Context: an optimization exercise on an open-source flow, tuned for small area, a short achievable clock period and few clock cycles. The choices shown serve that exercise and are no tape-out recipe.
Function was checked by simulation only, so behaviour that the tests miss may differ from the original.
Power is estimated from default activity; no workload was simulated.

## flow/design.v (module list and top-level ports; edited modules follow where they fit)
// module exe_mul_tree: 1777 lines
// module exe_div: 138 lines
// module exe_stage: 319 lines
// module exe_top: 33 lines
module exe_top (
    input  logic                    clk,
    input  logic                    rst,
    input  logic                    i_valid,
    input  logic [1:0]              i_fu_sel,
    input  logic [3:0]              i_op,
    input  logic [32-1:0]    i_src_a,
    input  logic [32-1:0]    i_src_b,
    input  logic [3-1:0]   i_tag,
    input  logic [7-1:0]    i_rd,
    output logic                    o_ready,
    output logic                    o_wb_valid,
    output logic [32-1:0]    o_wb_data,
    output logic [3-1:0]   o_wb_tag,
    output logic [7-1:0]    o_wb_rd
);
  // ...
==> flow/flow/run.sh <==
#!/bin/bash
set -euo pipefail
bash standard.sh SETUP_SLACK_MARGIN=6.7 "BUFFER_PORTS_ARGS=-buffer_cell sky130_fd_sc_hd__buf_2" finish > standard_flow.log 2>&1
==> flow/standard.sh <==
#!/bin/bash
# synth_recipe.tcl (not shown) runs the flow's synth.tcl, then flattens the netlist and writes it again
# the make line also repeats each setting of config.mk as NAME=value (left out here)
make -C /OpenROAD-flow-scripts/flow DESIGN_CONFIG=/design/flow/config.mk WORK_HOME=/design/flow/orfs CLKGATE_MAP_FILE= SYNTH_SCRIPT=/design/flow/synth_recipe.tcl "${@:-finish}"
==> flow/config.mk <==
export PLATFORM = sky130hd
export DESIGN_NAME = exe_top
export DESIGN_NICKNAME = exe_top
export VERILOG_FILES = /design/flow/design.v
export SDC_FILE = /design/flow/constraint.sdc
export NUM_CORES = 4
export LEC_CHECK = 0
export ABC_AREA = 1
export CAP_MARGIN = 20
export CORE_MARGIN = 2
export CORE_UTILIZATION = 55
export CTS_CLUSTER_DIAMETER = 80
export CTS_CLUSTER_SIZE = 30
export SETUP_SLACK_MARGIN = 5
export SLEW_MARGIN = 20
==> flow/constraint.sdc <==
create_clock -name core_clock -period 10.5 [get_ports {clk}]
set_input_delay 2.1000 -clock core_clock [delete_from_list [all_inputs] [get_ports {clk}]]
set_output_delay 2.1000 -clock core_clock [all_outputs]
set_load 0.01 [all_outputs]
==> flow_metrics.py, run 1 <==
metrics = {
    "run_status": {
        "run_status": "timing/DRC/antenna clean",
    },
    "hold_path": {
        "holdPathEnd": "stage_i.m_sel[0]$_DFF_P_",
    },
    "critical_path": {
        "timing.critical_path.fanout_max": 7,
        "cp.buffers_inverters": 4,
        "crit_path_frequent_cell": "fa_2",
        "r2r_cells": 11,
    },
    "finish": {
        "share_of_cell_area_taken_by_multi_input_logic_gates": 0.606,
        "share_of_post_route_cells_with_drive_strength_above_1": 0.151,
        "finalCoreUtilization": 0.642,
        "fillerInstances": 9422,
    },
    "place": {
        "dpl.cell_count": 8695,
    },
    "clock_tree": {
        "worst_setup_hold_path_clk_slew_ns": 0.12,
        "insertion_delay_ns": 0.69,
    },
    "timing": {
        "timing_worst_slew_pin_value_ns": 1.29,
        "max_freq_ghz": 0.254,
    },
    "detailed_routing": {
        "routed-wl-met3_mm": 38.7,
        "drtPass1Iterations": 10,
    },
    "synthesis": {
        "yosys_register_bits": 584,
        "synthAdderAreaFrac": 0.249,
        "post_synth_inst_count": 7429,
        "synthSimpleGateAreaFrac": 0.135,
        "number_of_enable_type_register_cells_in_the_synthesized_netlist": 279,
        "synth_sequential_area_ratio": 0.240,
    },
    "floorplanning": {
        "coreArea_mm2": 0.109,
        "die-width_um": 335,
        "floorplan.die_area_mm2": 0.112,
    },
    "power": {
        "clock_power_share": 0.090,
        "total_power_w": 0.0219,
        "seq-power_w": 0.00366,
    },
}
Testbench counts, summed over its fixed seeds: cycles 3,662.
==> run 2: changes to the inputs <==
==> flow/flow/run.sh (replaced) <==
#!/bin/bash
set -euo pipefail
bash standard.sh SETUP_SLACK_MARGIN=6.9 "BUFFER_PORTS_ARGS=-buffer_cell sky130_fd_sc_hd__buf_2" finish > standard_flow.log 2>&1
==> flow_metrics.py, run 2 <==
metrics = {
    "synthesis": {
        "postSynthAreaPerCell_um2": 8.12,
        "yosysUniqueCellTypes": 75,
        "synth.largest_area_cell": "fa_1",
        "yosys_warnings": 2,
        "synth_area_mm2": 0.0603,
        "number_of_enable_type_register_cells_in_the_synthesized_netlist": 279,
        "synthArstFlopShare": 0,
        "yosys_register_bits": 584,
        "synth_sequential_area_ratio": 0.240,
        "synthTopCellsByCount": "1,159 x nand2_1, 1,022 x inv_1, 763 x xor2_1, 559 x o22ai_1, 498 x fa_1",
        "top_area_cells_in_the_synthesized_netlist": "fa_1 17%, edfxtp_1 14%, xor2_1 11%",
        "net_count_synth": 8412,
        "post_synth_inst_count": 7429,
        "synth_most_common_cell": "nand2_1",
        "yosysTopAreaCellShare": 0.165,
        "main_flop_type_after_synthesis": "dfxtp_1",
    },
    "timing": {
        "timing_worst_slew_pin_value_ns": 1.30,
        "fin_crit_ns": 3.99,
        "rsz0062_at_grt": "yes",
        "hold_viol_final": 0,
        "min_period_over_period": 0.380,
        "skew_ns": 0.0494,
        "setup_total_negative_slack_ns": 0,
        "max_freq_ghz": 0.250,
        "finalSetupViolCount": 0,
        "report.final.slew_viol_count": 0,
        "max-slew-margin-rel": 0.123,
    },
    "finish": {
        "fin_nets": 8760,
        "syn2layout_area_growth_pct": 22.9,
        "layout.cells.most_common_list": "1,090 x nand2_1, 913 x inv_1, 694 x xor2_1, 420 x o22ai_1, 403 x nor2_1",
        "finish.cell_count_without_fillers": 9237,
        "share_of_post_route_cells_with_drive_strength_above_1": 0.211,
        "fillerInstances": 8805,
        "largest-register": "stage_i.m_r1",
        "max_reg_flops": 64,
        "layout.cells.most_common": "nand2_1",
        "top_regs": "stage_i.m_r1 (64), stage_i.m_r0 (63), stage_i.m_r2 (63)",
        "final_cell_area_mm2": 0.0741,
    },
    "detailed_routing": {
        "first_iter_violations": 9353,
        "viasPerCell": 6.57,
        "routed-via-count": 60600,
        "post_drt_wl_per_cell_um": 30.5,
        "drc_errors": 0,
        "final_antenna_net_count": 0,
        "drt-total-wl_mm": 282,
        "drtPass1Iterations": 12,
    },
    "place": {
        "numPortBuffers": 126,
        "gp_routability_congestion": 1.02,
        "dpl.cell_count": 8688,
        "detailed_place.area_mm2": 0.0622,
        "place.detailed.hpwl_mm": 180,
    },
    "global_routing": {
        "grt_start_max_net_pins": 79,
        "via_count_of_the_first_global_routing_pass": 56500,
        "grt_remaining_overflow": 0,
        "first_pass_grt_wire_length_mm": 384,
        "initial_antenna_violation_count": 19,
        "grt_util_all_layers": 0.472,
    },
    "floorplanning": {
        "initial_core_util": 0.554,
        "die_height_um": 335,
        "io-pin-count": 127,
        "num_rows": 121,
        "floorplan.die_area_mm2": 0.112,
        "coreArea_mm2": 0.109,
        "die-width_um": 335,
    },
    "run": {
        "cap_viol_max_count": 0,
    },
    "power": {
        "p_leak_nw": 32.7,
        "power_per_cell_area_mw_per_mm2": 313,
        "irDropWorstVdd_mv": 0.338,
    },
    "critical_path": {
        "criticalPathCategory": "input pin to register",
        "critical_path.startpoint_type": "input pin",
        "timing.critical_path.fanout_max": 7,
        "crit_path_frequent_cell": "nand2_1",
        "critical_path_arrival_ns": 4.60,
        "worstSetupEndpointType": "register",
        "crit_path_cell_trace": "buf_12 -> clkinvlp_4 -> buf_4 -> buf_6 -> ha_4 -> inv_4 -> nor3_2 -> ha_1 -> nand2_1 -> o21ai_2 -> nor4_4 -> buf_4 -> clkinvlp_2 -> buf_6 -> o22ai_4 -> inv_2 -> nor2_2 -> nand2_1 -> nand2_1",
        "cp_data_required_time_ns": 11.11,
        "max_stage_delay_ns": 0.32,
        "cp_slowest_cell": "nor4_4",
    },
    "clock_tree": {
        "cts-root-buf": "clkbuf_16",
        "worst_setup_hold_path_clk_slew_ns": 0.11,
        "insertion_delay_ns": 0.69,
        "cts_sinks": 584,
        "cts_inserted_buffers": 42,
        "clock_tree.buffer_depth": 3,
        "ctsHtreeMaxLevel": 2,
        "tritoncts_clock_tree": "built",
    },
    "hold_path": {
        "hold_class": "register to register",
    },
    "run_status": {
        "run_status": "timing/DRC/antenna clean",
    },
}
run 2: cell counts after synthesis:
No cell type changed its count.
run 2: worst max-delay path: cells and delay by family:
| kind | cells | cell delay (ns) |
|---|---|---|
| AOI/OAI and AO/OA | 2 | 0.29 |
| adders and majority gates | 2 | 0.43 |
| buffers and inverters | 9 | 1.10 |
| and+or+nand+nor | 6 | 0.67 |
run 2: cell type report:
cell class,count,area [um^2],share of cell area
repair buffers,660,6890,0.0930
clock inverters,29,626,0.00844
clock buffers,47,1100,0.0149
flip-flops and latches,584,14500,0.196
diodes,14,35.0,0.000473
well taps,1414,1770,0.0239
repair inverters,20,228,0.00307
multi-input cells,5402,44400,0.599
inverters,1067,4550,0.0614
run 2: timing repair:
item	CTS	global route
setup buffers	226	164
gates resized for setup	551	842
endpoints found under the setup margin	315	285
gates cloned	40	28
pin swaps	96	278
hold buffers	0	0
run 2: logic make-up (layout without fill, tap and decap cells):
logic type                 Yosys count  count (layout)  share of synthesized area
and+or+nand+nor                   1982            1988                      0.135
other                                0              14                          0
AOI/OAI and AO/OA                 1677            1677                      0.162
DFF                                584             584                      0.240
xor gates and xnor gates           821             821                      0.119
buffers and inverters             1449            1823                     0.0911
muxes                               16              16                    0.00270
adders and majority gates          900             900                      0.249
run 2: per-layer routing:
layer,up-vias,routed length [um],track usage
li1,25300,-,-
met3,1591,43200,0.206
met1,28700,99900,0.587
met5,-,1090,0.0148
met2,4993,109000,0.658
met4,36,27900,0.317
run 2: per-stage QoR:
| stage | util | total power [W] | hold slack, ns | setup WS, ns |
|---|---|---|---|---|
| final | 0.681 | 0.0232 | 0.346 | 6.51 |
| after CTS | 0.629 | 0.0208 | 0.348 | 6.79 |
| after detailed placement | 0.571 | 0.0180 | 0.323 | 5.47 |
| after global routing | 0.681 | 0.0246 | 0.359 | 6.46 |
| after floorplan | - | 0.0128 | 0.310 | 6.47 |
| after global placement | 0.571 | 0.0177 | 0.318 | 5.50 |
run 2: final timing paths:
check / start / end / slack [ns] / depth (start not counted)
min: stage_i.a_sel[1]$_SDFF_PP0_ / stage_i.m_sel[1]$_DFF_P_ / 0.35 / 0
max reg2reg: stage_i.a_one[15]$_DFF_P_ / stage_i.m_r2[32]$_DFF_P_ / 6.56 / 11
min reg2reg: stage_i.a_sel[1]$_SDFF_PP0_ / stage_i.m_sel[1]$_DFF_P_ / 0.35 / 0
max: i_src_b[0] / stage_i.a_two[4]$_DFF_P_ / 6.51 / 19
run 2: report_power, final:
group | total [W] | internal (W) | switching [W] | leakage [nW]
Sequential | 0.00366 | 0.00327 | 0.000388 | 5.32
Combinational | 0.0175 | 0.00648 | 0.0111 | 26.6
Clock | 0.00201 | 0.000883 | 0.00113 | 0.805

==> separate check: timing with driven ports <==
In the flow no input, the clock included, has a driving cell. The finished layouts below were timed again as built, in two steps.
Step 1 sets driving cells, clkbuf_16 on the clock port and buf_2 on the other inputs (assumed; they add their load-dependent delay and slew).
Step 2 also shifts input and output timing later by t, the mid clock arrival at the registers, as if the neighbouring blocks saw the same clock.
a / b / c = no drivers / after step 1 / after step 2; a / b = the first two.
run | t, ns | setup WS [ns] | hold WS [ns] | latest minus earliest clock arrival (ns) | pins driven straight from the clock port
run 1 | 0.756 | 6.556 / 6.556 / 5.974 | 0.340 / 0.340 / 0.340 | 0.049 / 0.049 | 1
run 2 | 0.748 | 6.507 / 6.522 / 5.773 | 0.346 / 0.346 / 0.346 | 0.052 / 0.051 | 1
After both steps every run listed still meets setup and hold. The setup slack of run 2, which loses most, moves by +0.015 ns with the drivers and by -0.734 ns with both steps.
